Background: an optimization exercise with open tools, aiming at small area, a short achievable clock period and few clock cycles. Do not read the settings as production practice. Only simulation tests tie the RTL to the original design; equivalence was not proved. Power figures rest on the tool's default switching activity, not on a simulated workload.

--- standard.sh ---
#!/bin/bash
# synth_recipe.tcl (not shown) runs the flow's synth.tcl, then flattens the netlist and writes it again
# the make line also repeats each setting of config.mk as NAME=value (left out here)
make -C /OpenROAD-flow-scripts/flow DESIGN_CONFIG=/design/flow/config.mk WORK_HOME=/design/flow/orfs CLKGATE_MAP_FILE= SYNTH_SCRIPT=/design/flow/synth_recipe.tcl "${@:-finish}"
--- design.v ---
module ascon_hash (
    input  logic        clk,
    input  logic        rst,
    input  logic        in_valid,
    input  logic [15:0] in_data,
    input  logic [3:0]  in_kind,
    input  logic        in_last,
    output logic        in_credit,
    input  logic        out_credit,
    output logic        out_valid,
    output logic [15:0] out_data,
    output logic [3:0]  out_kind,
    output logic        out_last
);
    localparam int UNROLL = 1;
    localparam int NPH    = 12 / UNROLL;
    localparam int PH_W   = (NPH > 1) ? $clog2(NPH) : 1;
    localparam logic [319:0] HASH_IV =
        320'hee9398aadb67f03d8bb21831c60f1002b48a92db98d5da6243189921b8f8e3e8348fa5c9d525e140;
    localparam logic [319:0] XOF_IV =
        320'hb57e273b814cd4162b51042562ae242066a3a7768ddf22185aad0a7a8153650c4f3e0e32539493b6;
    localparam logic [1:0] P_IDLE = 2'd0, P_LEN0 = 2'd1, P_LEN1 = 2'd2, P_ABS = 2'd3;
    function automatic logic [63:0] ror(input logic [63:0] x, input int n);
        ror = (x >> n) | (x << (64 - n));
    endfunction
    function automatic logic [319:0] perm_round(input logic [319:0] s);
        logic [63:0] x0, x1, x2, x3, x4;
        logic [63:0] t0, t1, t2, t3, t4;
        {x0, x1, x2, x3, x4} = s;
        x0 = x0 ^ x4;
        x4 = x4 ^ x3;
        x2 = x2 ^ x1;
        t0 = ~x0 & x1;
        t1 = ~x1 & x2;
        t2 = ~x2 & x3;
        t3 = ~x3 & x4;
        t4 = ~x4 & x0;
        x0 = x0 ^ t1;
        x1 = x1 ^ t2;
        x2 = x2 ^ t3;
        x3 = x3 ^ t4;
        x4 = x4 ^ t0;
        x1 = x1 ^ x0;
        x0 = x0 ^ x4;
        x3 = x3 ^ x2;
        x2 = ~x2;
        x0 = x0 ^ ror(x0, 19) ^ ror(x0, 28);
        x1 = x1 ^ ror(x1, 61) ^ ror(x1, 39);
        x2 = x2 ^ ror(x2, 1) ^ ror(x2, 6);
        x3 = x3 ^ ror(x3, 10) ^ ror(x3, 17);
        x4 = x4 ^ ror(x4, 7) ^ ror(x4, 41);
        perm_round = {x0, x1, x2, x3, x4};
    endfunction
    logic [1:0]   pst;
    logic [1:0]   wcnt;           
    logic         job_started;    
    logic         jpend;          
    logic [63:0]  acc;            
    logic [2:0]   acc_cnt;        
    logic         blk_done;       
    logic         blk_abs;        
    logic         acc_last;       
    logic         xof_next;
    logic [31:4]  len_next;
    logic         len_next_lo;    
    logic [2:0]   abort_cnt;      
    logic [2:0]   owed;           
    logic [319:0] st;
    logic         eng_active;
    logic         eng_busy;       
    logic         eng_sq;         
    logic [PH_W-1:0] ph;
    logic         xacc;           
    logic [31:4]  remain;
    logic         remain_lo;
    logic         last_chunk;
    logic         len_zero;
    logic [63:0]  obuf;
    logic [2:0]   tn;             
    logic         tfin;
    logic         tabort;
    logic [6:0]   ocred;
    assign out_data = obuf[63:48];
    assign out_kind = {3'b010, tabort};
    logic        b_valid;
    logic [15:0] b_data;
    logic        b_last;
    logic        k_conf, k_len, k_msg;
    logic        ocr_q;
    logic take_conf, take_len, take_msg, abort_beat, abort_abs, kill;
    logic new_job;                
    assign take_conf  = b_valid && pst == P_IDLE && k_conf;
    assign take_len   = b_valid && (pst == P_LEN0 || pst == P_LEN1) && k_len;
    assign take_msg   = b_valid && pst == P_ABS && k_msg && !(b_last && wcnt != 2'd3);
    assign abort_beat = b_valid && !take_conf && !take_len && !take_msg;
    assign abort_abs  = abort_beat && pst == P_ABS;
    assign kill       = abort_abs && (job_started || new_job);
    logic absorb_wait, sq_out, sq_cont, sq_end, abs_go, run;
    logic flush, absorb, abort_emit;
    assign absorb_wait = eng_active && !eng_busy && !eng_sq;
    assign sq_cont     = sq_out && !last_chunk;
    assign abs_go      = absorb_wait && blk_abs;
    assign run         = eng_busy || abs_go || sq_cont;
    assign flush       = new_job || (absorb_wait && !blk_abs);
    assign absorb      = flush || xacc;
    logic [319:0] iv;
    assign iv = (xof_next ? XOF_IV : HASH_IV) ^ {184'd0, 8'hf0, 128'd0};
    logic [319:0] rout;
    logic [3:0]   rn;
    always_comb begin
        rout = st;
        for (int r = 0; r < UNROLL; r++) begin
            rn = 4'((ph * UNROLL + r + 1) % 12);
            rout = perm_round(rout);
            rout[135:128] = rout[135:128] ^ {4'hf - rn, rn};
        end
    end
    logic [319:0] st_n;
    always_comb begin
        if (run) begin
            st_n = rout;
            st_n[319:256] = st_n[319:256] ^ (acc & {64{xacc}});
        end else begin
            st_n = new_job ? iv : st;
            st_n[319:256] = st_n[319:256] ^ (acc & {64{flush}});
        end
    end
    logic         eng_active_n, eng_busy_n, eng_sq_n;
    logic [PH_W-1:0] ph_n;
    logic [31:4]  remain_n;
    logic         remain_lo_n;
    logic [2:0]   nwords;
    logic [2:0]   rel_q;          
    logic [2:0]   owed_all;
    logic [2:0]   tn_n;
    logic         tfin_n;
    logic         ov_n;
    logic [6:0]   ocred_n;        
    assign ocred_n = ocred + 7'(ocr_q) - 7'(out_valid);
    logic       jpend_n, last_chunk_n, len_zero_n, tx_free_n, sq_end_n, new_job_n;
    logic       decide_sq_n, sq_out_n, abort_emit_n;
    logic [2:0] abort_cnt_n;
    assign jpend_n = (jpend && !new_job && !abort_beat) ||
                     (take_conf && !b_data[0]) || (take_len && pst == P_LEN1);
    assign abort_cnt_n  = abort_cnt + 3'(abort_beat) - 3'(abort_emit);
    assign last_chunk_n = (remain_n[31:7] == '0) &&
                          (!remain_n[6] || (remain_n[5:4] == 2'd0 && !remain_lo_n));
    assign len_zero_n   = (remain_n == '0) && !remain_lo_n;
    assign tx_free_n    = (tn_n == 3'd0) || (tn_n == 3'd1 && ov_n);
    assign decide_sq_n  = eng_active_n && !eng_busy_n && eng_sq_n;
    assign sq_out_n     = decide_sq_n && !len_zero_n && tx_free_n;
    assign sq_end_n     = decide_sq_n && (len_zero_n || (tx_free_n && last_chunk_n));
    assign new_job_n    = (!eng_active_n || sq_end_n) && jpend_n && abort_cnt_n == 3'd0;
    assign abort_emit_n = !eng_active_n && abort_cnt_n != 3'd0 && tx_free_n;
    assign nwords = !last_chunk ? 3'd4 : (remain[5:4] == 2'd0) ? 3'd4 : {1'b0, remain[5:4]};
    always_comb begin
        eng_active_n = eng_active;
        eng_busy_n   = eng_busy && (ph != PH_W'(NPH - 1));
        eng_sq_n     = eng_sq;
        remain_n     = remain;
        remain_lo_n  = remain_lo;
        if (sq_end) begin
            eng_active_n = 1'b0;
        end
        if (sq_cont) begin
            eng_busy_n = (NPH > 1);
            remain_n = remain - 28'd4;
        end
        if (new_job) begin
            eng_active_n = 1'b1;
            eng_sq_n = 1'b0;
            remain_n = xof_next ? len_next : 28'd16;
            remain_lo_n = xof_next ? len_next_lo : 1'b0;
        end
        if (abs_go) begin
            eng_busy_n = (NPH > 1);
            eng_sq_n = acc_last;
        end
        if (kill) begin
            eng_active_n = 1'b0;
            eng_busy_n = 1'b0;
        end
        ph_n = eng_busy_n ? ph + 1'b1 : '0;
    end
    always_comb begin
        tn_n = tn - 3'(out_valid);
        tfin_n = tfin;
        if (sq_out) begin
            tn_n = nwords;
            tfin_n = last_chunk;
        end else if (abort_emit) begin
            tn_n = 3'd1;
            tfin_n = 1'b1;
        end
        ov_n = (tn_n != 3'd0) && (ocred_n != 7'd0);
    end
    logic       rel_now;
    logic [2:0] rel_x;
    logic       cred_n;
    assign rel_now  = absorb;
    assign rel_x    = rel_now ? acc_cnt : 3'd0;
    assign owed_all = owed + rel_q + rel_x;
    assign cred_n   = (owed != 3'd0) || (rel_q != 3'd0) || (rel_now && acc_cnt != 3'd0);
    always_ff @(posedge clk) begin
        st <= st_n;
        for (int w = 0; w < 4; w++) begin
            if (rst && take_msg && wcnt == 2'(w)) begin
                acc[63 - 16 * w -: 16] <= b_data;
            end else if (!rst || absorb || abort_abs) begin
                acc[63 - 16 * w -: 16] <= 16'h0000;
            end
        end
        if (take_conf) begin
            xof_next <= b_data[0];
        end
        if (take_len) begin
            if (pst == P_LEN0) begin
                len_next[31:16] <= b_data;
            end else begin
                len_next[15:4] <= b_data[15:4];
                len_next_lo <= |b_data[3:0];
            end
        end
        remain <= remain_n;
        remain_lo <= remain_lo_n;
        last_chunk <= last_chunk_n;
        len_zero <= len_zero_n;
        if (sq_out) begin
            obuf <= st[319:256];
        end else if (abort_emit) begin
            obuf <= '0;
        end else if (out_valid) begin
            obuf <= {obuf[47:0], 16'h0000};
        end
        if (sq_out) begin
            tabort <= 1'b0;
        end else if (abort_emit) begin
            tabort <= 1'b1;
        end
        if (take_msg && wcnt == 2'd3) begin
            acc_last <= b_last;
        end
        b_data <= in_data;
        b_last <= in_last;
        k_conf <= (in_kind == 4'h1);
        k_len  <= (in_kind == 4'h2);
        k_msg  <= (in_kind == 4'h3);
    end
    always_ff @(posedge clk) begin
        if (!rst) begin
            pst <= P_IDLE;
            wcnt <= 2'd0;
            job_started <= 1'b0;
            jpend <= 1'b0;
            new_job <= 1'b0;
            sq_out <= 1'b0;
            sq_end <= 1'b0;
            abort_emit <= 1'b0;
            acc_cnt <= 3'd0;
            blk_done <= 1'b0;
            blk_abs <= 1'b0;
            abort_cnt <= 3'd0;
            owed <= 3'd0;
            rel_q <= 3'd0;
            in_credit <= 1'b0;
            eng_active <= 1'b0;
            eng_busy <= 1'b0;
            eng_sq <= 1'b0;
            ph <= '0;
            xacc <= 1'b0;
            tn <= 3'd0;
            tfin <= 1'b0;
            out_valid <= 1'b0;
            out_last <= 1'b0;
            ocred <= 7'd0;
            b_valid <= 1'b0;
            ocr_q <= 1'b0;
        end else begin
            b_valid <= in_valid;
            ocr_q <= out_credit;
            if (take_conf) begin
                pst <= b_data[0] ? P_LEN0 : P_ABS;
                wcnt <= 2'd0;
                job_started <= 1'b0;
            end
            if (take_len) begin
                pst <= (pst == P_LEN0) ? P_LEN1 : P_ABS;
            end
            if (take_msg) begin
                wcnt <= wcnt + 2'd1;
                if (wcnt == 2'd3 && b_last) begin
                    pst <= P_IDLE;
                end
            end
            if (abort_beat) begin
                pst <= P_IDLE;
                wcnt <= 2'd0;
            end
            if (new_job) begin
                job_started <= 1'b1;
            end
            jpend <= jpend_n;
            new_job <= new_job_n;
            sq_out <= sq_out_n;
            sq_end <= sq_end_n;
            abort_emit <= abort_emit_n;
            if (absorb && blk_done) begin
                blk_abs <= 1'b1;
            end
            if (take_msg && wcnt == 2'd3) begin
                blk_done <= 1'b1;
            end
            if (abs_go || abort_abs) begin
                blk_done <= 1'b0;
                blk_abs <= 1'b0;
            end
            if (absorb || abort_abs) begin
                acc_cnt <= 3'(take_msg);
            end else begin
                acc_cnt <= acc_cnt + 3'(take_msg);
            end
            abort_cnt <= abort_cnt_n;
            rel_q <= ((abort_abs && !rel_now) ? acc_cnt : 3'd0) + 3'(abort_emit)
                     + 3'(take_conf || take_len);
            in_credit <= cred_n;
            owed <= owed_all - 3'(cred_n);
            eng_active <= eng_active_n;
            eng_busy <= eng_busy_n;
            eng_sq <= eng_sq_n;
            ph <= ph_n;
            xacc <= eng_busy && ph == PH_W'(NPH - 2) && !eng_sq && !kill;
            tn <= tn_n;
            tfin <= tfin_n;
            out_valid <= ov_n;
            out_last <= ov_n && tfin_n && tn_n == 3'd1;
            ocred <= ocred_n;
        end
    end
endmodule
--- constraint.sdc ---
create_clock -name core_clock -period 10.0 [get_ports {clk}]
set_input_delay 2.0000 -clock core_clock [delete_from_list [all_inputs] [get_ports {clk}]]
set_output_delay 2.0000 -clock core_clock [all_outputs]
set_load 0.01 [all_outputs]
--- flow/run.sh ---
#!/bin/bash
# The standard layout, with timing repair asked to leave extra setup slack
# at the design's own clock period and constraints.
set -euo pipefail
bash standard.sh SETUP_SLACK_MARGIN=7 finish > standard_flow.log 2>&1
--- config.mk ---
export PLATFORM = sky130hd
export DESIGN_NAME = ascon_hash
export DESIGN_NICKNAME = ascon_hash
export VERILOG_FILES = /design/flow/design.v
export SDC_FILE = /design/flow/constraint.sdc
export NUM_CORES = 4
export LEC_CHECK = 0
export CAP_MARGIN = 20
export CORE_MARGIN = 2
export CORE_UTILIZATION = 65
export CTS_CLUSTER_DIAMETER = 60
export CTS_CLUSTER_SIZE = 20
export SLEW_MARGIN = 20
==> results of run 1 <==
-- per-layer routing --
layer,GRT usage [%],vias up,routed length (um)
met5,0,-,151
met4,28.79,6,10860
met3,17.43,482,20860
met2,60.87,2108,53140
met1,58.13,13873,48270
li1,-,12314,-
-- worst paths after layout --
| kind | start | end | cells past startpoint |
|---|---|---|---|
| worst max-delay path | pst[1] | new_job | 16 |
| worst min-delay path | tabort | tabort | 2 |
| worst max register to register | pst[1] | new_job | 16 |
| worst min register to register | tabort | tabort | 2 |
-- flip-flops by register name (all words and copies together), names as in the netlist, 2 cells and up --
register,count
pst,2
acc,64
wcnt,2
remain,28
st,320
rel_q,3
ph,4
b_data,16
tn,3
owed,3
obuf,64
abort_cnt,3
len_next,28
acc_cnt,3
ocred,7
-- layout make-up --
type	instances	area share, %
timing repair buffer	137	3.144
sequential	578	38.48
timing repair inverter	1	0.01834
clock inverter	30	0.9320
inverter	184	1.711
tap	756	2.310
multi-input combinational	2796	50.38
clock buffer	54	3.013
antenna	3	0.01834
-- where the power goes --
part           switching, W  internal, W  total, W
combinational       0.00329      0.00203   0.00532
sequential         0.000345      0.00290   0.00325
clock              0.000986      0.00107   0.00205
-- metrics by stage --
stage | instances | utilization, % | worst slack, ps
global route | 4537 | 72.75 | 6732
CTS | 4516 | 71.73 | 6823
floorplan | 3691 | - | 4603
global placement | 4404 | 67.94 | 5660
finish | 4539 | 72.75 | 6835
detailed placement | 4404 | 67.94 | 5572
-- cell usage after synthesis, types with 6 or more instances --
library cell and number:
edfxtp_1 415, inv_1 184, a22o_1 49, buf_4 20, nor2_1 196, ha_1 157, a21oi_1 164, and2_1 99
maj3_1 10, dfxtp_1 163, xnor2_1 895, nand2b_1 11, nor3_1 19, buf_1 8, xor2_1 350, o21ai_0 325
nand3_1 12, clkbuf_1 103, and3_1 29, nand2_1 377, or3_1 6
-- kinds of logic (layout without fill, tap and decap cells) --
kind of cell    count (synthesis)  after routing
compound gates                570            570
xor+xnor                     1245           1245
fa+ha+maj                     172            172
buf+inv                       322            406
flops                         578            578
mux                             5              5
other cells                     2              6
simple gates                  796            801
-- worst max-delay path: stages, from the launching register on --
cell and delay [ps]:
dfxtp_2 360, inv_2 60, ha_4 250, nand3_4 100, nand2_4 70, nor2_4 120
nand2_4 90, ha_4 230, inv_2 60, ha_4 120, inv_2 30, fa_2 350
xor2_2 170, xnor2_2 200, nand3b_1 140, or4b_4 530, o31ai_2 210
-- repair_timing --
| action | 4_1_cts | 5_1_grt |
|---|---|---|
| gates resized for setup | 151 | 64 |
| setup buffers | 21 | 16 |
| setup endpoints to repair | 358 | 217 |
| gates cloned | 7 | 3 |
| pin swaps | 17 | 20 |
==> impl_metrics.yaml, run 1 <==
final_layout:
  finalNetCount: 3932
  stdcell_area_um2: 40940
  multi_input_area_um2: 20630
  area_growth_pct: 10.91
  final_common_cell: "xnor2_1"
  seq_area_um2: 15750
  fill_cells: 4022
  final_layout_size_suffix_gt1_share_pct: 8.862
  layout_common_cells: "xnor2_1 (874), edfxtp_1 (415), nand2_1 (371), xor2_1 (328), o21ai_0 (323)"
synthesis:
  ys_seq_elements: 578
  synth_cell_types: 67
  synth.area.top_cells: "edfxtp_1 (34%), xnor2_1 (21%), dfxtp_1 (8.8%)"
  netlist_instances: 3690
  synth_top_area_share_pct: 33.76
  synth-edff-count: 415
  synthSimpleGateAreaFrac_pct: 9.809
  synth-seq-area-share_pct: 42.60
  synth_top_family_by_area: "XOR/XNOR gates"
  synthMuxAreaShare_pct: 0.1356
  synthFlopType: "edfxtp_1"
  ys_warn_count: 1
  yosysTopAreaCell: "edfxtp_1"
  synth_fa_ha_area_share_pct: 5.863
  synth_compound_area_share_pct: 8.456
  syn_area_um2: 36920
  async_flop_share_pct: 0
  avgSynthCellArea_um2: 10.00
  synth_xor_area_share_pct: 29.54
detailed_routing:
  dr.pass1.iters: 8
  drt-initial-drc-count: 4691
  ant_nets: 0
  wirelength_um: 133300
  avgRoutedWirePerCell_um: 29.36
  drc_errors: 0
  avgViaCountPerCell: 6.341
  vias: 28783
outcome:
  status: "timing/DRC/antenna clean"
timing:
  worst_pin_slew_ps: 1401
  clock_skew_ps: 32.88
  final.period_utilization_pct: 31.65
  period_needed_ps: 3165
  slew-limit-headroom_pct: 5.953
  hold-worst-slack_ps: 487.5
  fmax_ghz: 0.3159
  rsz0062_at_grt: "yes"
  finalMaxSlewViolations: 0
  setup_violations: 0
  tns_ps: 0
  hold_viol: 0
power_and_ir_drop:
  p_per_area_nw_per_um2: 259.3
  p_total_w: 0.01062
  peakVddDrop_mv: 0.2668
  p_leak_nw: 15.76
global_routing:
  grt_pass1_wl_um: 186800
  antenna_found_initial: 8
  grt_max_degree: 107
  overflow: 0
  track_usage_pct: 44.39
  grt_pass1_vias: 27417
critical_path:
  path_max_fanout: 3
  crit_arrival_ps: 3710
  rrSetupSlack_ps: 6830
  start_kind: "flip-flop"
  endpoint_kind: "flip-flop"
  crit_required_ps: 10540
  crit_type: "flip-flop to flip-flop"
floorplan:
  row_count: 87
  ioPinCount: 48
  die_h_um: 242.3
  core-area_um2: 56280
  fp.dieArea_um2: 58720
  start_util_pct: 65.60
  die_w_um: 242.3
flow_run:
  drv_cap: 0
clock_network:
  cts_htree_levels: 2
  hold_buffers: 0
  numCtsBuffers: 47
  clkTransAtPathRegs_ps: 90
  cts.sinks: 578
  clk_latency_ps: 620
  clockRootBuffer: "clkbuf_16"
  clockBufferDepth: 3
  cts_tree: "yes"
placed_design:
  dpl.hpwl_um: 98960
  io_buffers: 44
  gp_congestion: 1.077
  place_area_um2: 38240
hold_path:
  hp-class: "flip-flop to flip-flop"
Testbench counts, summed over its fixed seeds: cycles 13,850.
==> run 2, diff against run 1 <==
--- a/design.v
+++ b/design.v
@@ -150,8 +150,10 @@
     assign decide_sq_n  = eng_active_n && !eng_busy_n && eng_sq_n;
     assign sq_out_n     = decide_sq_n && !len_zero_n && tx_free_n;
     assign sq_end_n     = decide_sq_n && (len_zero_n || (tx_free_n && last_chunk_n));
-    assign new_job_n    = (!eng_active_n || sq_end_n) && jpend_n && abort_cnt_n == 3'd0;
-    assign abort_emit_n = !eng_active_n && abort_cnt_n != 3'd0 && tx_free_n;
+    logic az_n;                   
+    assign az_n = !abort_beat && (abort_cnt == 3'd0 || (abort_cnt == 3'd1 && abort_emit));
+    assign new_job_n    = (!eng_active_n || sq_end_n) && jpend_n && az_n;
+    assign abort_emit_n = !eng_active_n && !az_n && tx_free_n;
     assign nwords = !last_chunk ? 3'd4 : (remain[5:4] == 2'd0) ? 3'd4 : {1'b0, remain[5:4]};
     always_comb begin
         eng_active_n = eng_active;
==> run 2 against run 1 <==
Global-route usage down 0.42 points; critical path depth fell by 15; clock skew grew 0.88 ps; sequential share of layout area up 0.41 points; clock power barely moved; synthesized area is essentially flat; register-to-register slack improved by 60 ps; power decreased by 5.2%.
==> impl_metrics.yaml, run 2 <==
clock_network:
  clockBufferDepth: 3
  cts_htree_levels: 2
  numCtsBuffers: 47
  clk_latency_ps: 640
  cts.sinks: 578
  hold_buffers: 0
  clkTransAtPathRegs_ps: 80
  clockRootBuffer: "clkbuf_16"
  cts_tree: "yes"
synthesis:
  synth_top_area_share_pct: 33.76
  synthFlopType: "edfxtp_1"
  synth.area.top_cells: "edfxtp_1 (34%), xnor2_1 (21%), xor2_1 (8.9%)"
  async_flop_share_pct: 0
  syn_area_um2: 36910
  ys_seq_elements: 578
  yosysMostFrequentCell: "xnor2_1"
  netlist_instances: 3678
  yosysTopAreaCell: "edfxtp_1"
  synth-seq-area-share_pct: 42.60
  synth_cell_types: 68
  synth-edff-count: 415
  avgSynthCellArea_um2: 10.04
  ys_warn_count: 1
  yosys-top-cells-count: "xnor2_1 (890), edfxtp_1 (415), nand2_1 (409), xor2_1 (373), o21ai_0 (300)"
detailed_routing:
  vias: 28239
  drt-initial-drc-count: 4361
  avgRoutedWirePerCell_um: 29.00
  dr.pass1.iters: 6
  avgViaCountPerCell: 6.275
  wirelength_um: 130500
  drc_errors: 0
  ant_nets: 0
timing:
  hold-worst-slack_ps: 482.7
  finalMaxSlewViolations: 0
  hold_viol: 0
  tns_ps: 0
  period_needed_ps: 3164
  fmax_ghz: 0.3160
  worst_pin_slew_ps: 1396
  rsz0062_at_grt: "yes"
  clock_skew_ps: 33.76
  setup_violations: 0
  final.period_utilization_pct: 31.64
  slew-limit-headroom_pct: 6.248
placed_design:
  place_area_um2: 38190
  dpl.hpwl_um: 97860
  io_buffers: 44
  gp_congestion: 1.053
final_layout:
  layout_common_cells: "xnor2_1 (880), edfxtp_1 (415), nand2_1 (406), xor2_1 (353), o21ai_0 (298)"
  finalNetCount: 3893
  top_register: "st"
  fin_util_pct: 72.00
  stdcell_area_um2: 40520
  fill_cells: 4120
  largest_reg_flops: 320
  final_common_cell: "xnor2_1"
  largestRegisters: "st x320, acc x64, obuf x64"
  final_layout_size_suffix_gt1_share_pct: 7.534
  area_growth_pct: 9.780
floorplan:
  fp.dieArea_um2: 58700
  core-area_um2: 56280
  ioPinCount: 48
  start_util_pct: 65.58
  die_w_um: 242.3
  row_count: 87
  die_h_um: 242.3
global_routing:
  overflow: 0
  grt_pass1_vias: 27079
  track_usage_pct: 43.96
  grt_pass1_wl_um: 185700
  grt_max_degree: 197
  antenna_found_initial: 4
power_and_ir_drop:
  clkPwrFrac_pct: 20.2
  peakVddDrop_mv: 0.2076
  power_frac_seq_pct: 33.1
  power.switching_w: 0.004224
  p_int_w: 0.005843
  combPwrFrac_pct: 46.7
  p_per_area_nw_per_um2: 248.5
  p_leak_nw: 14.74
  p_sw_share_pct: 41.96
outcome:
  status: "timing/DRC/antenna clean"
critical_path:
  reg2regPathDepth: 7
  cp.depth: 1
  cp_top_family: "flip-flops"
  start_kind: "flip-flop"
  crit_required_ps: 8000
  cp_num_buf_inv: 1
  endpoint_kind: "output port"
  path_max_fanout: 1
  crit_type: "flip-flop to output port"
  crit_slowest_cell: "edfxtp_1"
  critPathMaxStageDelay_ps: 370
  worstPathCellList: "buf_2"
  crit_arrival_ps: 1160
hold_path:
  hp-class: "flip-flop to flip-flop"
  holdPathStages: 2
flow_run:
  drv_cap: 0
[run 2: cell count changes in the layout (fill, tap and decap cells not counted), moves of 18 or more]
cell	previous run	this run
a21oi_1	163	143
and3_1	25	5
buf_4	76	57
nand2_1	371	406
nor2_1	188	170
o21ai_0	323	298
xor2_1	328	353
[run 2: power by group through the flow]
stage          registers (W)  clock network [W]  logic [W]
2_1_floorplan        0.00313                  0    0.00308
3_3_place_gp         0.00335                  0    0.00435
3_5_place_dp         0.00336                  0    0.00440
4_1_cts              0.00331            0.00202    0.00447
5_1_grt              0.00334            0.00211    0.00490
6_report             0.00333            0.00203    0.00470
[run 2: cell families (layout without fill, tap and decap cells)]
kind of cell	count (synthesis)	in the layout	synth area share [%]
other	2	4	0.02035
xor gates and xnor gates	1263	1263	29.97
AOI/OAI and AO/OA	526	526	7.939
buffers and inverters	328	389	3.607
adders and majority gates	171	171	5.837
muxes	11	11	0.3017
DFF	578	578	42.60
and+or+nand+nor	799	802	9.719
[run 2: layout make-up]
type                            count  area (um^2)  area share [%]
Multi-Input combinational cell   2776        20420           50.40
Sequential cell                   578        15760           38.89
Antenna cell                        1        2.502        0.006176
Timing Repair Buffer              116         1079           2.662
Clock inverter                     29        335.3          0.8276
Clock buffer                       57         1274           3.144
Inverter                          187        705.7           1.742
Tap cell                          756        945.9           2.334
[run 2: timing repair]
action,in CTS,in global routing
endpoints found under the setup margin,359,283
resized for setup,144,56
pin swaps,9,16
endpoints found under the hold margin,0,0
cloned,4,2
buffers inserted,10,8
[run 2: path summary, 6_finish.rpt]
path,start,slack (ps),endpoint
worst max-delay path,obuf[50],6840,out_data[2]
worst min-delay path,tabort,480,tabort
worst max register to register,st[299],6890,st[280]
worst min register to register,tabort,480,tabort
[run 2: per-stage QoR]
| step | setup WS [ps] | std cells | total power (W) |
|---|---|---|---|
| finish | 6836 | 4500 | 0.01007 |
| global route | 6813 | 4499 | 0.01034 |
| CTS | 6818 | 4489 | 0.009806 |
| detailed placement | 5527 | 4389 | 0.007758 |
| global placement | 5635 | 4389 | 0.007696 |
| floorplan | 4431 | 3679 | 0.006211 |
[run 2: per-layer routing]
layer | global-route usage, % | routed length [um] | vias up
met5 | 0 | 31 | -
met4 | 32.12 | 11800 | 4
met3 | 11.12 | 17460 | 462
met2 | 62.57 | 53860 | 2010
met1 | 58.21 | 47370 | 13600
li1 | - | - | 12163
Testbench counts of run 2, summed over its fixed seeds: cycles 13,850.
==> run 3, diff against run 2 <==
--- a/config.mk
+++ b/config.mk
@@ -8,6 +8,6 @@
 export CAP_MARGIN = 20
 export CORE_MARGIN = 2
 export CORE_UTILIZATION = 65
-export CTS_CLUSTER_DIAMETER = 60
-export CTS_CLUSTER_SIZE = 20
+export CTS_CLUSTER_DIAMETER = 70
+export CTS_CLUSTER_SIZE = 25
 export SLEW_MARGIN = 20
==> run 3 against run 2 <==
Sequential cell count unchanged; fmax increased by 0.36%; core utilization decreased by 0.12 points; cell count about the same; via count about the same; clock power decreased by 9%; cell area decreased by 0.17%; die area unchanged; non-clock buffer count increased by 13; register-to-register slack improved by 30 ps; critical path type unchanged; critical endpoint unchanged.
==> impl_metrics.yaml, run 3 <==
critical_path:
  path_max_fanout: 1
  start_kind: "flip-flop"
  endpoint_kind: "output port"
  cp_num_buf_inv: 1
  crit_slowest_cell: "edfxtp_1"
  worstPathCellList: "buf_2"
  cp_top_family: "flip-flops"
  crit_type: "flip-flop to output port"
  crit_required_ps: 8000
  critPathMaxStageDelay_ps: 380
  crit_arrival_ps: 1150
synthesis:
  synthSimpleGateAreaFrac_pct: 9.719
  synthFlopType: "edfxtp_1"
  syn_area_um2: 36910
  synth_xor_area_share_pct: 29.97
  synth.area.top_cells: "edfxtp_1 (34%), xnor2_1 (21%), xor2_1 (8.9%)"
  yosysMostFrequentCell: "xnor2_1"
  synth_top_area_share_pct: 33.76
  synth_cell_types: 68
  synth-edff-count: 415
  ys_warn_count: 1
  avgSynthCellArea_um2: 10.04
  synthMuxAreaShare_pct: 0.3017
  synth_fa_ha_area_share_pct: 5.837
  synth_top_family_by_area: "XOR/XNOR gates"
  synth-seq-area-share_pct: 42.60
  netlist_instances: 3678
  yosys-top-cells-count: "xnor2_1 (890), edfxtp_1 (415), nand2_1 (409), xor2_1 (373), o21ai_0 (300)"
  synth_compound_area_share_pct: 7.939
  yosysTopAreaCell: "edfxtp_1"
  async_flop_share_pct: 0
  ys_seq_elements: 578
timing:
  final.period_utilization_pct: 31.53
  fmax_ghz: 0.3172
  rsz0062_at_grt: "yes"
  worst_pin_slew_ps: 1363
  hold-worst-slack_ps: 485.8
  period_needed_ps: 3153
  slew-limit-headroom_pct: 8.795
  setup_violations: 0
  clock_skew_ps: 32.47
  finalMaxSlewViolations: 0
  hold_viol: 0
  tns_ps: 0
clock_network:
  cts.sinks: 578
  hold_buffers: 0
  clkTransAtPathRegs_ps: 90
  clockRootBuffer: "clkbuf_16"
  cts_tree: "yes"
  clk_latency_ps: 640
  numCtsBuffers: 40
  cts_htree_levels: 2
  clockBufferDepth: 3
detailed_routing:
  drt-initial-drc-count: 4333
  ant_nets: 0
  avgViaCountPerCell: 6.279
  avgRoutedWirePerCell_um: 29.01
  dr.pass1.iters: 6
  drc_errors: 0
  vias: 28250
  wirelength_um: 130500
global_routing:
  antenna_found_initial: 5
  track_usage_pct: 43.82
  grt_pass1_vias: 26883
  grt_max_degree: 197
  grt_pass1_wl_um: 184600
  overflow: 0
floorplan:
  fp.dieArea_um2: 58700
  core-area_um2: 56280
  die_h_um: 242.3
  die_w_um: 242.3
  row_count: 87
  ioPinCount: 48
  start_util_pct: 65.58
hold_path:
  hp-class: "flip-flop to flip-flop"
final_layout:
  top_register: "st"
  largestRegisters: "st x320, acc x64, obuf x64"
  final_layout_size_suffix_gt1_share_pct: 7.781
  finalNetCount: 3897
  largest_reg_flops: 320
  area_growth_pct: 9.590
  final_common_cell: "xnor2_1"
  layout_common_cells: "xnor2_1 (879), edfxtp_1 (415), nand2_1 (406), xor2_1 (354), o21ai_0 (297)"
power_and_ir_drop:
  p_leak_nw: 14.71
  peakVddDrop_mv: 0.2085
  p_per_area_nw_per_um2: 244.6
outcome:
  status: "timing/DRC/antenna clean"
placed_design:
  gp_congestion: 1.053
  dpl.hpwl_um: 97860
  io_buffers: 44
flow_run:
  drv_cap: 0
-- run 3: logic make-up after synthesis --
| kind of cell | Yosys count |
|---|---|
| fa+ha+maj | 171 |
| simple gates | 799 |
| compound gates | 526 |
| mux | 11 |
| xor+xnor | 1263 |
| buf+inv | 328 |
| flops | 578 |
| other cells | 2 |
-- run 3: path summary, 6_finish.rpt --
kind              startpoint          end  slack, ps  cells after the start
setup / recovery    obuf[50]  out_data[2]       6850                      1
hold / removal        tabort       tabort        490                      2
setup reg to reg      st[60]      st[297]       6920                      6
hold reg to reg       tabort       tabort        490                      2
-- run 3: timing repair --
action	in CTS	in global routing
gates resized for setup	150	61
setup endpoints to repair	355	277
setup buffers	10	19
pin swaps	11	16
cloned	3	3
-- run 3: where the power goes --
| group | leakage (nW) | internal [W] | switching (W) |
|---|---|---|---|
| Clock | 0.672 | 0.000881 | 0.000962 |
| Sequential | 5.57 | 0.00291 | 0.000423 |
| Combinational | 8.48 | 0.00188 | 0.00284 |
| Total | 14.7 | 0.00567 | 0.00423 |
-- run 3: cell type report --
class,instances,area [um^2]
antenna,3,7.507
clock buffer,48,1105
clock inverter,24,281.5
fill,4141,15830
inverter,187,705.7
multi-input combinational,2774,20440
sequential,578,15760
tap,756,945.9
timing repair buffer,129,1200
-- run 3: layer usage --
metal | up-vias | wire length (um) | GRT usage (%) | part of all wire, %
met5 | - | 0 | 0 | 0
met4 | 0 | 11680 | 31.14 | 8.9
met3 | 439 | 17780 | 12.20 | 14
met2 | 1997 | 53790 | 62.45 | 41
met1 | 13640 | 47270 | 57.56 | 36
li1 | 12174 | - | - | -
-- run 3: stage by stage --
step	instances	worst slack (ps)	util [%]	power, W	instance area, um^2
after floorplan	3679	4431	-	0.006211	37010
after global placement	4389	5635	67.81	0.007696	38160
after detailed placement	4389	5527	67.85	0.007758	38190
after CTS	4474	6827	70.98	0.009615	39950
after global routing	4496	6808	71.86	0.01015	40440
final	4499	6847	71.87	0.009894	40450
==> run 4, diff against run 3 <==
--- a/config.mk
+++ b/config.mk
@@ -7,7 +7,7 @@
 export LEC_CHECK = 0
 export CAP_MARGIN = 20
 export CORE_MARGIN = 2
-export CORE_UTILIZATION = 65
+export CORE_UTILIZATION = 60
 export CTS_CLUSTER_DIAMETER = 70
 export CTS_CLUSTER_SIZE = 25
 export SLEW_MARGIN = 20
==> run 4 against run 3 <==
Synthesized cell count unchanged; critical path depth unchanged; power rose by 3.0%; combinational power is 4% higher; sequential cell count did not move; clock-buffer cell count fell by 1; die area rose by 8.2%; synthesized area did not move; register-to-register slack got worse by 20 ps; hold slack lost 12 ps; critical endpoint is now out_data[10]; largest power group unchanged.
==> impl_metrics.yaml, run 4 <==
synthesis:
  async_flop_share_pct: 0
  yosysTopAreaCell: "edfxtp_1"
  netlist_instances: 3678
  yosysMostFrequentCell: "xnor2_1"
  synth_cell_types: 68
  yosys-top-cells-count: "xnor2_1 (890), edfxtp_1 (415), nand2_1 (409), xor2_1 (373), o21ai_0 (300)"
  synth-seq-area-share_pct: 42.60
  synthFlopType: "edfxtp_1"
  ys_seq_elements: 578
  avgSynthCellArea_um2: 10.04
  synth-edff-count: 415
  ys_warn_count: 1
  synth_top_area_share_pct: 33.76
  synth.area.top_cells: "edfxtp_1 (34%), xnor2_1 (21%), xor2_1 (8.9%)"
  syn_area_um2: 36910
timing:
  final.period_utilization_pct: 31.51
  fmax_ghz: 0.3173
  tns_ps: 0
  worst_pin_slew_ps: 1310
  hold_viol: 0
  slew-limit-headroom_pct: 12.06
  finalMaxSlewViolations: 0
  setup_violations: 0
  period_needed_ps: 3151
  rsz0062_at_grt: "yes"
  clock_skew_ps: 38.54
global_routing:
  grt_max_degree: 194
  grt_pass1_vias: 26917
  track_usage_pct: 42.90
  grt_pass1_wl_um: 192700
  antenna_found_initial: 5
  overflow: 0
final_layout:
  area_growth_pct: 10.54
  largestRegisters: "st x320, acc x64, obuf x64"
  final_layout_size_suffix_gt1_share_pct: 8.442
  top_register: "st"
  layout_common_cells: "xnor2_1 (864), edfxtp_1 (415), nand2_1 (406), xor2_1 (354), o21ai_0 (297)"
  fill_cells: 4758
  finalNetCount: 3909
  final_common_cell: "xnor2_1"
  final_cells: 4538
  largest_reg_flops: 320
clock_network:
  clockBufferDepth: 3
  clkTransAtPathRegs_ps: 100
  cts.sinks: 578
  clockRootBuffer: "clkbuf_16"
  cts_tree: "yes"
  numCtsBuffers: 42
  clk_latency_ps: 630
  cts_htree_levels: 2
critical_path:
  path_max_fanout: 1
  cp_top_family: "flip-flops"
  crit_type: "flip-flop to output port"
  crit_arrival_ps: 1150
  worstPathCellList: "buf_2"
  endpoint_kind: "output port"
  crit_slowest_cell: "edfxtp_1"
  crit_required_ps: 8000
  start_kind: "flip-flop"
  critPathMaxStageDelay_ps: 390
  cp_num_buf_inv: 1
floorplan:
  core-area_um2: 60580
  row_count: 90
  start_util_pct: 60.92
  die_w_um: 252.0
  fp.dieArea_um2: 63510
  die_h_um: 252.0
  ioPinCount: 48
detailed_routing:
  dr.pass1.iters: 6
  vias: 28339
  avgViaCountPerCell: 6.245
  drc_errors: 0
  avgRoutedWirePerCell_um: 30.16
  ant_nets: 0
  wirelength_um: 136900
  drt-initial-drc-count: 4541
outcome:
  status: "timing/DRC/antenna clean"
placed_design:
  gp_congestion: 1.069
  dpl.hpwl_um: 102500
  place_inst: 4419
  io_buffers: 44
flow_run:
  drv_cap: 0
hold_path:
  hp-class: "flip-flop to flip-flop"
power_and_ir_drop:
  p_leak_nw: 14.90
  peakVddDrop_mv: 0.2643
  p_per_area_nw_per_um2: 249.9
## run 4: cell counts after synthesis
Identical to the previous run, type by type.
## run 4: metrics by stage
| step | power [W] | hold slack [ps] | area [um^2] | setup WS, ps | utilization, % |
|---|---|---|---|---|---|
| global route | 0.01045 | 480.5 | 40800 | 6813 | 67.34 |
| global placement | 0.007864 | 452.3 | 38230 | 5977 | 63.10 |
| detailed placement | 0.007946 | 465.8 | 38310 | 5903 | 63.23 |
| finish | 0.01019 | 473.6 | 40800 | 6849 | 67.35 |
| CTS | 0.009923 | 477.4 | 40330 | 6819 | 66.58 |
| floorplan | 0.006211 | 419.1 | 37010 | 4431 | - |
## run 4: final cells by class
cell class	instances	area (um^2)	share of cell area, %
clock buffers	47	1112	2.726
inverters	187	705.7	1.730
multi-input cells	2777	20550	50.37
flip-flops and latches	578	15760	38.62
repair inverters	1	7.507	0.01840
diodes	1	2.502	0.006133
clock inverters	30	406.6	0.9967
well taps	782	978.4	2.398
repair buffers	135	1280	3.137
## run 4: cell families (layout without fill, tap and decap cells)
group | Yosys count | in the layout | share of synthesized area (%)
DFF | 578 | 578 | 42.60
muxes | 11 | 11 | 0.3017
other | 2 | 4 | 0.02035
adders and majority gates | 171 | 171 | 5.837
xor gates and xnor gates | 1263 | 1263 | 29.97
buffers and inverters | 328 | 400 | 3.607
AOI/OAI and AO/OA | 526 | 526 | 7.939
and+or+nand+nor | 799 | 803 | 9.719
## run 4: power by group
| part | total [W] | switching [W] | internal, W | leakage, nW |
|---|---|---|---|---|
| clock network | 0.00195 | 0.00101 | 0.000938 | 0.733 |
| logic | 0.00491 | 0.00300 | 0.00190 | 8.60 |
| registers | 0.00334 | 0.000426 | 0.00291 | 5.56 |
| total | 0.0102 | 0.00444 | 0.00575 | 14.9 |
## run 4: final timing paths
kind / start / endpoint / slack [ps] / cells after the start
worst max-delay path: obuf[58] / out_data[10] / 6850 / 1
worst min-delay path: len_next[5] / remain[5] / 470 / 1
worst max register to register: st[301] / st[282] / 6900 / 8
worst min register to register: len_next[5] / remain[5] / 470 / 1
## run 4: metal layers
metal	share of wire, %	up-vias	track usage, %
met5	0.017	-	0
met4	8.0	4	27.25
met3	14	423	12.64
met2	41	1907	61.27
met1	37	13804	56.96
li1	-	12201	-
## run 4: worst register-to-register path, delay by kind of cell (launching register included)
| family | cells | cell delay [ps] |
|---|---|---|
| AO/OA/AOI/OAI | 1 | 100 |
| flip-flops | 1 | 590 |
| AND/OR/NAND/NOR | 2 | 180 |
| XOR/XNOR | 5 | 2090 |
## run 4: timing repair
| action | 4_1_cts | 5_1_grt |
|---|---|---|
| gates cloned | 10 | 0 |
| setup buffers | 10 | 21 |
| pin swaps | 15 | 28 |
| gates resized for setup | 151 | 57 |
| hold buffers | 0 | 0 |
| setup endpoints to repair | 342 | 192 |
==> run 5, diff against run 4 <==
==> flow/run.sh (replaced) <==
#!/bin/bash
# The standard layout, with timing repair asked to leave extra setup slack
# at the design's own clock period and constraints.
set -euo pipefail
bash standard.sh SETUP_SLACK_MARGIN=7.15 finish > standard_flow.log 2>&1
--- a/config.mk
+++ b/config.mk
@@ -7,7 +7,7 @@
 export LEC_CHECK = 0
 export CAP_MARGIN = 20
 export CORE_MARGIN = 2
-export CORE_UTILIZATION = 60
+export CORE_UTILIZATION = 65
 export CTS_CLUSTER_DIAMETER = 70
 export CTS_CLUSTER_SIZE = 25
 export SLEW_MARGIN = 20
==> run 5 against run 4 <==
Power up 0.85%; core utilization is 6.1 points higher; sequential share of layout area fell by 0.50 points; largest power group unchanged; routed wire length is 1.0% lower; hold slack got worse by 2.4 ps; largest cell class unchanged; synthesized cell count unchanged; clock skew rose by 3.5 ps.
==> impl_metrics.yaml, run 5 <==
outcome:
  status: "timing/DRC/antenna clean"
floorplan:
  die_h_um: 242.3
  core-area_um2: 56280
  start_util_pct: 65.58
  ioPinCount: 48
  row_count: 87
  die_w_um: 242.3
  fp.dieArea_um2: 58700
placed_design:
  dpl.hpwl_um: 99390
  io_buffers: 44
  gp_congestion: 1.090
hold_path:
  hp-class: "flip-flop to flip-flop"
power_and_ir_drop:
  power.switching_w: 0.004420
  p_int_w: 0.005861
  combPwrFrac_pct: 48.4
  p_per_area_nw_per_um2: 248.7
  p_sw_share_pct: 42.99
  power_frac_seq_pct: 32.4
  peakVddDrop_mv: 0.3228
  p_leak_nw: 15.20
  clkPwrFrac_pct: 19.2
global_routing:
  antenna_found_initial: 9
  overflow: 0
  top_usage_layer: "met2"
  grt_util_met2_pct: 63.87
  grt_pass1_wl_um: 189800
  use_met1_pct: 59.65
  grt_pass1_vias: 27600
  grt_util_met3_pct: 16.65
  grt_max_degree: 107
  track_usage_pct: 45.18
timing:
  final.period_utilization_pct: 31.55
  rsz0062_at_grt: "yes"
  finalMaxSlewViolations: 0
  period_needed_ps: 3155
  hold-worst-slack_ps: 471.2
  worst_pin_slew_ps: 1284
  clock_skew_ps: 42.04
  fmax_ghz: 0.3169
  setup_violations: 0
  slew-limit-headroom_pct: 13.79
  tns_ps: 0
  hold_viol: 0
synthesis:
  yosysTopAreaCell: "edfxtp_1"
  synth_top_area_share_pct: 33.76
  yosys-top-cells-count: "xnor2_1 (890), edfxtp_1 (415), nand2_1 (409), xor2_1 (373), o21ai_0 (300)"
  ys_warn_count: 1
  synth-seq-area-share_pct: 42.60
  synth_cell_types: 68
  syn_area_um2: 36910
  synth.area.top_cells: "edfxtp_1 (34%), xnor2_1 (21%), xor2_1 (8.9%)"
  ys_seq_elements: 578
  netlist_instances: 3678
  synth-edff-count: 415
  yosysMostFrequentCell: "xnor2_1"
  synthFlopType: "edfxtp_1"
  avgSynthCellArea_um2: 10.04
  async_flop_share_pct: 0
clock_network:
  cts_tree: "yes"
  clkTransAtPathRegs_ps: 90
  clockBufferDepth: 3
  cts_htree_levels: 2
  clockRootBuffer: "clkbuf_16"
  cts.sinks: 578
  clk_latency_ps: 630
  numCtsBuffers: 42
critical_path:
  crit_slowest_cell: "or4_4"
  cp_num_buf_inv: 0
  worstPathCellList: "or4_4 -> or3_4 -> nor4_2 -> xnor2_1 -> o21ai_0 -> or4b_4 -> nand4b_4 -> o31a_1"
  critPathMaxStageDelay_ps: 580
  path_max_fanout: 5
  cp_top_family: "simple AND/OR/NAND/NOR gates"
  start_kind: "flip-flop"
  crit_arrival_ps: 3660
  crit_type: "flip-flop to flip-flop"
  crit_required_ps: 10510
  endpoint_kind: "flip-flop"
final_layout:
  final_layout_size_suffix_gt1_share_pct: 9.859
  largest_reg_flops: 320
  finalNetCount: 3918
  layout_common_cells: "xnor2_1 (846), edfxtp_1 (415), nand2_1 (405), xor2_1 (338), o21ai_0 (295)"
  top_register: "st"
  final_common_cell: "xnor2_1"
  largestRegisters: "st x320, acc x64, obuf x64"
  area_growth_pct: 12.02
detailed_routing:
  avgViaCountPerCell: 6.367
  ant_nets: 0
  dr.pass1.iters: 7
  wirelength_um: 135500
  drt-initial-drc-count: 4659
  drc_errors: 0
  avgRoutedWirePerCell_um: 29.95
  vias: 28791
flow_run:
  drv_cap: 0
==> run 5: cell counts after synthesis <==
Identical to the previous run, type by type.
==> run 5: final cells by class <==
class / instances / area (um^2)
clock buffer: 51 / 1180
antenna: 3 / 7.507
clock inverter: 25 / 365.4
sequential: 578 / 15760
inverter: 187 / 705.7
timing repair inverter: 1 / 7.507
fill: 3938 / 14930
tap: 756 / 945.9
timing repair buffer: 143 / 1484
multi-input combinational: 2778 / 20890
==> run 5: power by group through the flow <==
stage               clock network [W]  registers (W)  logic (W)
floorplan                           0        0.00313    0.00309
global placement                    0        0.00333    0.00438
detailed placement                  0        0.00335    0.00445
CTS                           0.00197        0.00329    0.00460
global route                  0.00205        0.00332    0.00513
finish                        0.00198        0.00333    0.00498
==> run 5: layer usage <==
layer / up-vias / routed length, um
met4: 10 / 10300
li1: 12208 / -
met1: 13835 / 48510
met5: - / 90
met3: 489 / 21430
met2: 2249 / 55120
==> run 5: per-stage QoR <==
stage | instances | power (W) | util (%) | setup WS (ps) | cell area (um^2)
after floorplan | 3679 | 0.006212 | - | 4431 | 37060
after global placement | 4387 | 0.007714 | 67.82 | 5472 | 38170
after detailed placement | 4387 | 0.007798 | 67.88 | 5388 | 38200
after CTS | 4513 | 0.009863 | 72.31 | 6821 | 40690
after global routing | 4519 | 0.01050 | 73.45 | 6772 | 41340
final | 4522 | 0.01028 | 73.47 | 6845 | 41350
==> run 5: worst min-delay path: stages, from the launching register on <==
cell and delay, ps:
edfxtp_1 330, nand2_1 50, nand2_1 60
==> run 5: what timing repair did <==
action / in CTS / in global routing
resized for setup: 191 / 97
buffers inserted: 38 / 6
gates cloned: 12 / 0
pin swaps: 18 / 25
endpoints found under the setup margin: 616 / 124
hold buffers: 0 / 0
==> run 5: worst paths after layout <==
path                 from    endpoint  slack [ps]  cells after the start
min reg2reg  len_next[11]  remain[11]         470                      2
max            remain[16]      sq_out        6840                      8
min          len_next[11]  remain[11]         470                      2
max reg2reg    remain[16]      sq_out        6840                      8
==> run 5: logic make-up after synthesis <==
| family | after synthesis | share of synthesized area, % |
|---|---|---|
| XOR/XNOR | 1263 | 29.97 |
| multiplexers | 11 | 0.3017 |
| buffers and inverters | 328 | 3.607 |
| AO/OA/AOI/OAI | 526 | 7.939 |
| AND/OR/NAND/NOR | 799 | 9.719 |
| other | 2 | 0.02035 |
| flip-flops | 578 | 42.60 |
| adder cells (fa/ha/maj) | 171 | 5.837 |
==> run 6, diff against run 5 <==
==> flow/run.sh (replaced) <==
#!/bin/bash
# The standard layout, with timing repair asked to leave extra setup slack
# at the design's own clock period and constraints.
set -euo pipefail
bash standard.sh SETUP_SLACK_MARGIN=6.9 finish > standard_flow.log 2>&1
==> run 6 against run 5 <==
Still clean on timing, DRC and antenna; synthesized cell count unchanged; critical path depth is 1 lower; cell count down 0.82%.
==> impl_metrics.yaml, run 6 <==
power_and_ir_drop:
  p_int_w: 0.005569
  p_per_area_nw_per_um2: 244.9
  combPwrFrac_pct: 48.1
  clkPwrFrac_pct: 18.0
  power_frac_seq_pct: 33.9
  power.switching_w: 0.004278
  p_leak_nw: 14.59
  p_sw_share_pct: 43.44
  peakVddDrop_mv: 0.2452
floorplan:
  start_util_pct: 65.58
  fp.dieArea_um2: 58700
  core-area_um2: 56280
  die_h_um: 242.3
  die_w_um: 242.3
  ioPinCount: 48
  row_count: 87
timing:
  final.period_utilization_pct: 32.06
  finalMaxSlewViolations: 0
  hold_viol: 0
  slew-limit-headroom_pct: 12.48
  fmax_ghz: 0.3119
  rsz0062_at_grt: "yes"
  clock_skew_ps: 33.98
  tns_ps: 0
  setup_ws_ps: 6794
  hold-worst-slack_ps: 490.5
  period_needed_ps: 3206
  worst_pin_slew_ps: 1303
  setup_violations: 0
synthesis:
  ys_warn_count: 1
  synth_compound_area_share_pct: 7.939
  ys_seq_elements: 578
  yosysMostFrequentCell: "xnor2_1"
  synthMuxAreaShare_pct: 0.3017
  syn_area_um2: 36910
  async_flop_share_pct: 0
  synth_top_family_by_area: "XOR/XNOR gates"
  avgSynthCellArea_um2: 10.04
  synth_top_area_share_pct: 33.76
  yosysTopAreaCell: "edfxtp_1"
  synth_xor_area_share_pct: 29.97
  yosys-top-cells-count: "xnor2_1 (890), edfxtp_1 (415), nand2_1 (409), xor2_1 (373), o21ai_0 (300)"
  synthSimpleGateAreaFrac_pct: 9.719
  synth_cell_types: 68
  synth-edff-count: 415
  synth_fa_ha_area_share_pct: 5.837
  netlist_instances: 3678
  synth-seq-area-share_pct: 42.60
  synthFlopType: "edfxtp_1"
  synth.area.top_cells: "edfxtp_1 (34%), xnor2_1 (21%), xor2_1 (8.9%)"
outcome:
  status: "timing/DRC/antenna clean"
detailed_routing:
  dr.pass1.iters: 8
  ant_nets: 0
  wirelength_um: 131500
  drc_errors: 0
  drt-initial-drc-count: 4593
  vias: 28245
  avgRoutedWirePerCell_um: 29.33
  avgViaCountPerCell: 6.298
clock_network:
  clockRootBuffer: "clkbuf_16"
  cts_tree: "yes"
  clkTransAtPathRegs_ps: 100
  clockBufferDepth: 3
  cts_htree_levels: 2
  numCtsBuffers: 39
  clk_latency_ps: 620
  cts.sinks: 578
global_routing:
  overflow: 0
  grt_pass1_vias: 26718
  grt_pass1_wl_um: 184700
  track_usage_pct: 43.91
  grt_max_degree: 218
  antenna_found_initial: 4
final_layout:
  seq_area_um2: 15750
  top_register: "st"
  layout_common_cells: "xnor2_1 (879), edfxtp_1 (415), nand2_1 (406), xor2_1 (361), o21ai_0 (297)"
  final_common_cell: "xnor2_1"
  finalNetCount: 3883
  final_layout_size_suffix_gt1_share_pct: 6.761
  area_growth_pct: 8.919
  stdcell_area_um2: 40200
  fill_cells: 4204
  multi_input_area_um2: 20360
  largestRegisters: "st x320, acc x64, obuf x64"
  fin_util_pct: 71.43
  largest_reg_flops: 320
critical_path:
  rrSetupSlack_ps: 6790
  worst_path_most_repeated_cell: "xnor2_1"
  crit_arrival_ps: 3650
  path_max_fanout: 5
  cp_top_family: "XOR/XNOR gates"
  critPathMaxStageDelay_ps: 860
  crit_type: "flip-flop to flip-flop"
  endpoint_kind: "flip-flop"
  start_kind: "flip-flop"
  worstPathCellList: "xnor2_1 -> nand2_1 -> xor2_1 -> xnor2_1 -> xor2_1 -> xnor2_1 -> o21ai_0"
  cp_num_buf_inv: 0
  crit_slowest_cell: "xor2_1"
  crit_required_ps: 10450
placed_design:
  place_area_um2: 38170
  io_buffers: 44
  gp_congestion: 1.068
  dpl.hpwl_um: 98680
  dp_slack_ps: 5874
hold_path:
  hp-class: "flip-flop to flip-flop"
flow_run:
  drv_cap: 0
-- run 6: repair_timing --
| item | in CTS | in global routing |
|---|---|---|
| resized for setup | 132 | 44 |
| setup endpoints to repair | 494 | 159 |
| pin swaps | 1 | 23 |
| cloned | 5 | 5 |
| buffers inserted | 7 | 10 |
| hold buffers | 0 | 0 |
-- run 6: path summary, 6_finish.rpt --
path | to | from | depth (start not counted)
setup / recovery | st[272] | st[300] | 7
hold / removal | blk_done | blk_done | 2
setup reg to reg | st[272] | st[300] | 7
hold reg to reg | blk_done | blk_done | 2
-- run 6: layout make-up --
cell class              instances  share of cell area (%)
clock inverters                25                  0.6754
repair buffers                113                   2.736
flip-flops and latches        578                   39.18
inverters                     187                   1.755
multi-input cells            2776                   50.64
repair inverters                1                 0.01867
diodes                          2                 0.01245
well taps                     756                   2.353
clock buffers                  47                   2.633
-- run 6: through the flow --
step | instances | total power [W]
floorplan | 3679 | 0.006211
global placement | 4382 | 0.007733
detailed placement | 4384 | 0.007817
CTS | 4468 | 0.009573
global route | 4483 | 0.01007
finish | 4485 | 0.009847
-- run 6: power by group through the flow --
stage                     Sequential (W)  Clock (W)  Combinational [W]
after floorplan                  0.00313          0            0.00308
after global placement           0.00336          0            0.00438
after detailed placement         0.00337          0            0.00445
after CTS                        0.00331    0.00177            0.00449
after global routing             0.00334    0.00184            0.00489
final                            0.00334    0.00177            0.00474
-- run 6: per-layer routing --
layer,track usage [%],wire [um],vias to the layer above
met5,0,13,-
met4,31.08,11420,2
met3,11.44,18010,414
met2,62.47,53960,2022
met1,58.33,48120,13657
li1,-,-,12150
-- run 6: worst register-to-register path, delay by kind of cell, from the launching register on --
| family | cells | cell delay [ps] |
|---|---|---|
| AO/OA/AOI/OAI | 1 | 90 |
| XOR/XNOR | 5 | 2220 |
| flip-flops | 1 | 630 |
| AND/OR/NAND/NOR | 1 | 100 |
-- run 6: logic make-up (layout without fill, tap and decap cells) --
logic type               count (synthesis)  in the layout
XOR/XNOR                              1263           1263
AND/OR/NAND/NOR                        799            802
flip-flops                             578            578
AO/OA/AOI/OAI                          526            526
buffers and inverters                  328            373
adder cells (fa/ha/maj)                171            171
multiplexers                            11             11
other                                    2              5
==> run 7, diff against run 6 <==
==> flow/run.sh (replaced) <==
#!/bin/bash
# The standard layout, with timing repair asked to leave extra setup slack
# at the design's own clock period and constraints.
set -euo pipefail
bash standard.sh SETUP_SLACK_MARGIN=7 finish > standard_flow.log 2>&1
--- a/config.mk
+++ b/config.mk
@@ -8,6 +8,6 @@
 export CAP_MARGIN = 20
 export CORE_MARGIN = 2
 export CORE_UTILIZATION = 65
-export CTS_CLUSTER_DIAMETER = 70
-export CTS_CLUSTER_SIZE = 25
+export CTS_CLUSTER_DIAMETER = 60
+export CTS_CLUSTER_SIZE = 30
 export SLEW_MARGIN = 20
==> run 7 against run 6 <==
Still clean; die area is the same; sequential power barely moved; clock power increased by 21%; global-route usage about the same; via count about the same; combinational power down 1%.
==> impl_metrics.yaml, run 7 <==
critical_path:
  worstPathCellList: "buf_2"
  start_kind: "flip-flop"
  cp_top_family: "flip-flops"
  critPathMaxStageDelay_ps: 380
  reg2regPathDepth: 8
  cp_num_buf_inv: 1
  endpoint_kind: "output port"
  cp.depth: 1
  crit_required_ps: 8000
  path_max_fanout: 1
  crit_slowest_cell: "edfxtp_1"
  crit_arrival_ps: 1170
  crit_type: "flip-flop to output port"
synthesis:
  yosys-top-cells-count: "xnor2_1 (890), edfxtp_1 (415), nand2_1 (409), xor2_1 (373), o21ai_0 (300)"
  yosysTopAreaCell: "edfxtp_1"
  synth_cell_types: 68
  async_flop_share_pct: 0
  avgSynthCellArea_um2: 10.04
  synth-seq-area-share_pct: 42.60
  ys_warn_count: 1
  synth.area.top_cells: "edfxtp_1 (34%), xnor2_1 (21%), xor2_1 (8.9%)"
  synth_top_area_share_pct: 33.76
  synth-edff-count: 415
  synthFlopType: "edfxtp_1"
  yosysMostFrequentCell: "xnor2_1"
  syn_area_um2: 36910
  netlist_instances: 3678
  ys_seq_elements: 578
timing:
  clock_skew_ps: 34.14
  period_needed_ps: 3172
  slew-limit-headroom_pct: 6.862
  finalMaxSlewViolations: 0
  tns_ps: 0
  fmax_ghz: 0.3153
  hold_viol: 0
  rsz0062_at_grt: "yes"
  final.period_utilization_pct: 31.72
  worst_pin_slew_ps: 1392
  setup_violations: 0
global_routing:
  grt_util_met3_pct: 11.26
  track_usage_pct: 43.96
  overflow: 0
  top_usage_layer: "met2"
  antenna_found_initial: 3
  use_met1_pct: 58.14
  grt_util_met2_pct: 62.51
  grt_pass1_vias: 26954
  grt_pass1_wl_um: 185300
  grt_max_degree: 197
detailed_routing:
  avgViaCountPerCell: 6.282
  avgRoutedWirePerCell_um: 29.03
  drc_errors: 0
  drt-initial-drc-count: 4455
  ant_nets: 0
  wirelength_um: 130500
  vias: 28250
  dr.pass1.iters: 9
final_layout:
  finalNetCount: 3890
  final_layout_size_suffix_gt1_share_pct: 7.380
  fin_util_pct: 72.04
  multi_input_area_um2: 20350
  top_register: "st"
  seq_area_um2: 15750
  layout_common_cells: "xnor2_1 (882), edfxtp_1 (415), nand2_1 (405), xor2_1 (354), o21ai_0 (298)"
  final_common_cell: "xnor2_1"
  area_growth_pct: 9.851
  largest_reg_flops: 320
  largestRegisters: "st x320, acc x64, obuf x64"
  fill_cells: 4129
clock_network:
  hold_buffers: 0
  numCtsBuffers: 46
  cts_tree: "yes"
  cts_htree_levels: 2
  clk_latency_ps: 650
  clkTransAtPathRegs_ps: 90
  clockRootBuffer: "clkbuf_16"
  cts.sinks: 578
  clockBufferDepth: 3
placed_design:
  gp_congestion: 1.053
  io_buffers: 44
  dpl.hpwl_um: 97860
outcome:
  status: "timing/DRC/antenna clean"
power_and_ir_drop:
  p_leak_nw: 14.76
  peakVddDrop_mv: 0.2317
  p_per_area_nw_per_um2: 250.2
hold_path:
  hp-class: "flip-flop to flip-flop"
  holdPathStages: 2
floorplan:
  die_h_um: 242.3
  core-area_um2: 56280
  row_count: 87
  fp.dieArea_um2: 58700
  die_w_um: 242.3
  start_util_pct: 65.58
  ioPinCount: 48
flow_run:
  drv_cap: 0
run 7: cell counts after synthesis:
Identical to the previous run, type by type.
run 7: cell type report:
class | instances | share of cell area [%]
Clock buffer | 55 | 3.228
Antenna cell | 1 | 0.006172
Timing Repair Buffer | 114 | 2.589
Sequential cell | 578 | 38.85
Multi-Input combinational cell | 2776 | 50.19
Clock inverter | 30 | 1.065
Tap cell | 756 | 2.333
Inverter | 187 | 1.740
run 7: repair_timing:
item | CTS | global route
endpoints found under the setup margin | 367 | 288
gates resized for setup | 150 | 38
buffers inserted | 12 | 4
cloned | 3 | 3
pin swaps | 15 | 10
run 7: worst register-to-register path: cells and delay by family (launching register included):
family | cells | cell delay, ps
AO/OA/AOI/OAI | 1 | 110
XOR/XNOR | 5 | 2140
flip-flops | 1 | 600
AND/OR/NAND/NOR | 2 | 190
run 7: through the flow:
stage,hold WS [ps],std cells,setup slack (ps),total power (W),cell area (um^2)
finish,485.5,4497,6828,0.01015,40550
global route,502.7,4496,6790,0.01042,40540
CTS,490.5,4489,6800,0.009918,40300
detailed placement,464.9,4389,5527,0.007758,38190
global placement,456.6,4389,5635,0.007696,38160
floorplan,419.1,3679,4431,0.006211,37010
run 7: kinds of logic after synthesis:
group                      Yosys count  share of synthesized area (%)
other                                2                        0.02035
xor gates and xnor gates          1263                          29.97
adders and majority gates          171                          5.837
AOI/OAI and AO/OA                  526                          7.939
buffers and inverters              328                          3.607
DFF                                578                          42.60
muxes                               11                         0.3017
and+or+nand+nor                    799                          9.719
run 7: where the power goes:
part	switching, W	internal [W]	total, W
logic	0.00282	0.00186	0.00468
clock network	0.00106	0.00108	0.00214
registers	0.000420	0.00291	0.00333
run 7: worst paths after layout:
check        startpoint           to  slack (ps)
max            obuf[56]  out_data[8]        6830
min              tabort       tabort         490
max reg2reg     st[266]      st[302]        6900
min reg2reg      tabort       tabort         490
run 7: metal layers:
layer / part of all wire (%) / wire length (um) / vias up
li1: - / - / 12176
met3: 13 / 17470 / 440
met5: 0.028 / 37 / -
met4: 9.1 / 11930 / 4
met2: 41 / 53890 / 2093
met1: 36 / 47220 / 13537
==> run 8, diff against run 7 <==
--- a/design.v
+++ b/design.v
@@ -80,8 +80,12 @@
     logic         tfin;
     logic         tabort;
     logic [6:0]   ocred;
-    assign out_data = obuf[63:48];
-    assign out_kind = {3'b010, tabort};
+    logic [15:0]  out_q;
+    logic         okind_q;
+    logic [63:0]  obuf_n;
+    logic         tabort_n;
+    assign out_data = out_q;
+    assign out_kind = {3'b010, okind_q};
     logic        b_valid;
     logic [15:0] b_data;
     logic        b_last;
@@ -203,6 +207,19 @@
     assign rel_x    = rel_now ? acc_cnt : 3'd0;
     assign owed_all = owed + rel_q + rel_x;
     assign cred_n   = (owed != 3'd0) || (rel_q != 3'd0) || (rel_now && acc_cnt != 3'd0);
+    always_comb begin
+        obuf_n = obuf;
+        tabort_n = tabort;
+        if (sq_out) begin
+            obuf_n = st[319:256];
+            tabort_n = 1'b0;
+        end else if (abort_emit) begin
+            obuf_n = '0;
+            tabort_n = 1'b1;
+        end else if (out_valid) begin
+            obuf_n = {obuf[47:0], 16'h0000};
+        end
+    end
     always_ff @(posedge clk) begin
         st <= st_n;
         for (int w = 0; w < 4; w++) begin
@@ -227,18 +244,10 @@
         remain_lo <= remain_lo_n;
         last_chunk <= last_chunk_n;
         len_zero <= len_zero_n;
-        if (sq_out) begin
-            obuf <= st[319:256];
-        end else if (abort_emit) begin
-            obuf <= '0;
-        end else if (out_valid) begin
-            obuf <= {obuf[47:0], 16'h0000};
-        end
-        if (sq_out) begin
-            tabort <= 1'b0;
-        end else if (abort_emit) begin
-            tabort <= 1'b1;
-        end
+        obuf <= obuf_n;
+        out_q <= obuf_n[63:48] & {16{ov_n}};
+        tabort <= tabort_n;
+        okind_q <= tabort_n && ov_n;
         if (take_msg && wcnt == 2'd3) begin
             acc_last <= b_last;
         end
--- a/config.mk
+++ b/config.mk
@@ -8,6 +8,4 @@
 export CAP_MARGIN = 20
 export CORE_MARGIN = 2
 export CORE_UTILIZATION = 65
-export CTS_CLUSTER_DIAMETER = 60
-export CTS_CLUSTER_SIZE = 30
 export SLEW_MARGIN = 20
==> run 8 against run 7 <==
Largest cell class unchanged; routed wire length increased by 4.2%; sequential power increased by 2%; critical path type unchanged; clock-buffer cell count increased by 32; largest power group unchanged; critical endpoint is now out_valid; cell area increased by 3.8%.
==> impl_metrics.yaml, run 8 <==
outcome:
  status: "timing/DRC/antenna clean"
placed_design:
  dpl.hpwl_um: 100300
  place_inst: 4490
  io_buffers: 44
detailed_routing:
  vias: 29790
  ant_nets: 0
  avgRoutedWirePerCell_um: 29.21
  wirelength_um: 136000
  dr.pass1.iters: 9
  avgViaCountPerCell: 6.397
  drc_errors: 0
  drt-initial-drc-count: 4681
global_routing:
  grt_max_degree: 196
  grt_pass1_vias: 28111
  track_usage_pct: 44.80
  antenna_found_initial: 5
synthesis:
  synth-seq-area-share_pct: 42.35
  ys_seq_elements: 595
  synth_cell_types: 77
  async_flop_share_pct: 0
  netlist_instances: 3769
  yosys-top-cells-count: "xnor2_1 (878), nand2_1 (405), edfxtp_1 (399), xor2_1 (369), o21ai_0 (230)"
  ys_warn_count: 1
  synthFlopType: "edfxtp_1"
  synth.area.top_cells: "edfxtp_1 (32%), xnor2_1 (20%), dfxtp_1 (10%)"
  yosysTopAreaCell: "edfxtp_1"
  syn_area_um2: 37560
  yosysMostFrequentCell: "xnor2_1"
  avgSynthCellArea_um2: 9.965
critical_path:
  crit_arrival_ps: 1120
  critPathMaxStageDelay_ps: 370
  cp_top_family: "flip-flops"
  crit_slowest_cell: "dfxtp_4"
  crit_type: "flip-flop to output port"
  cp_num_buf_inv: 1
  worstPathCellList: "buf_2"
  endpoint_kind: "output port"
  path_max_fanout: 2
clock_network:
  cts_htree_levels: 3
  clk_latency_ps: 630
  clkTransAtPathRegs_ps: 60
  clockBufferDepth: 3
  numCtsBuffers: 67
  clockRootBuffer: "clkbuf_16"
  cts.sinks: 595
final_layout:
  largestRegisters: "st x320, acc x64, obuf x64"
  seq_area_um2: 15930
  area_growth_pct: 12.07
  diodes: 0
  top_register: "st"
  multi_input_area_um2: 20920
  finalNetCount: 4026
floorplan:
  row_count: 88
  fp.dieArea_um2: 59720
  start_util_pct: 65.48
  core-area_um2: 57370
  die_w_um: 244.4
  ioPinCount: 48
power_and_ir_drop:
  p_leak_nw: 15.79
  p_per_area_nw_per_um2: 276.2
  p_total_w: 0.01163
flow_run:
  drv_cap: 0
timing:
  tns_ps: 0
  final.period_utilization_pct: 31.20
  setup_violations: 0
  slew-limit-headroom_pct: 7.906
  worst_pin_slew_ps: 1372
  period_needed_ps: 3120
  finalMaxSlewViolations: 0
  hold_viol: 0
hold_path:
  hp-class: "flip-flop to flip-flop"
[run 8: worst paths after layout]
path | cells past startpoint | end | slack, ps | startpoint
max | 1 | out_valid | 6880 | out_valid
min | 2 | tabort | 480 | tabort
min reg2reg | 2 | tabort | 480 | tabort
max reg2reg | 14 | new_job | 6890 | out_valid
[run 8: area by class of cell]
| class | instances | share of cell area [%] |
|---|---|---|
| clock buffer | 87 | 4.438 |
| clock inverter | 35 | 0.7490 |
| inverter | 202 | 1.882 |
| multi-input combinational | 2841 | 49.70 |
| sequential | 595 | 37.85 |
| tap | 765 | 2.274 |
| timing repair buffer | 131 | 3.073 |
| timing repair inverter | 1 | 0.03864 |
[run 8: stage by stage]
step                      area (um^2)  hold slack (ps)  setup WS (ps)
after floorplan                 37600            420.5           6964
after global placement          38850            426.8           5612
after detailed placement        38930            450.9           5527
after CTS                       41710            472.5           6878
after global routing            42090            503.3           6804
final                           42090            481.9           6880
[run 8: cell families (layout without fill, tap and decap cells)]
kind of cell	after synthesis	after routing	share of synthesized area (%)
flops	595	595	42.35
mux	21	21	0.5630
other cells	2	3	0.01999
simple gates	855	858	10.45
buf+inv	337	456	3.421
fa+ha+maj	194	194	6.349
compound gates	518	518	7.768
xor+xnor	1247	1247	29.08
[run 8: per-layer routing]
metal / vias up / track usage [%] / share of wire [%]
met1: 14450 / 61.28 / 37
met5: - / 0 / 0.0081
met4: 2 / 24.37 / 6.8
met3: 423 / 14.74 / 15
li1: 12611 / - / -
met2: 2304 / 62.66 / 41
[run 8: what timing repair did]
action                                  4_1_cts  5_1_grt
endpoints found under the hold margin         0        0
gates resized for setup                     155       47
gates cloned                                  6        1
setup buffers                                22       16
endpoints found under the setup margin      389      247
pin swaps                                    16       15
[run 8: power breakdown]
| group | internal (W) | total [W] | leakage (nW) | switching, W |
|---|---|---|---|---|
| sequential | 0.00298 | 0.00341 | 5.46 | 0.000434 |
| clock | 0.00143 | 0.00252 | 1.07 | 0.00108 |
| combinational | 0.00218 | 0.00570 | 9.25 | 0.00352 |
Testbench counts of run 8, summed over its fixed seeds: cycles 13,850.

Check on run 8: ideal ports give 6.880 ns setup slack; a clkbuf_16 on the clock port and buf_2 on the inputs give 6.815 ns; moving port delays by the midpoint clock arrival (0.679 ns) as well gives 6.418 ns.
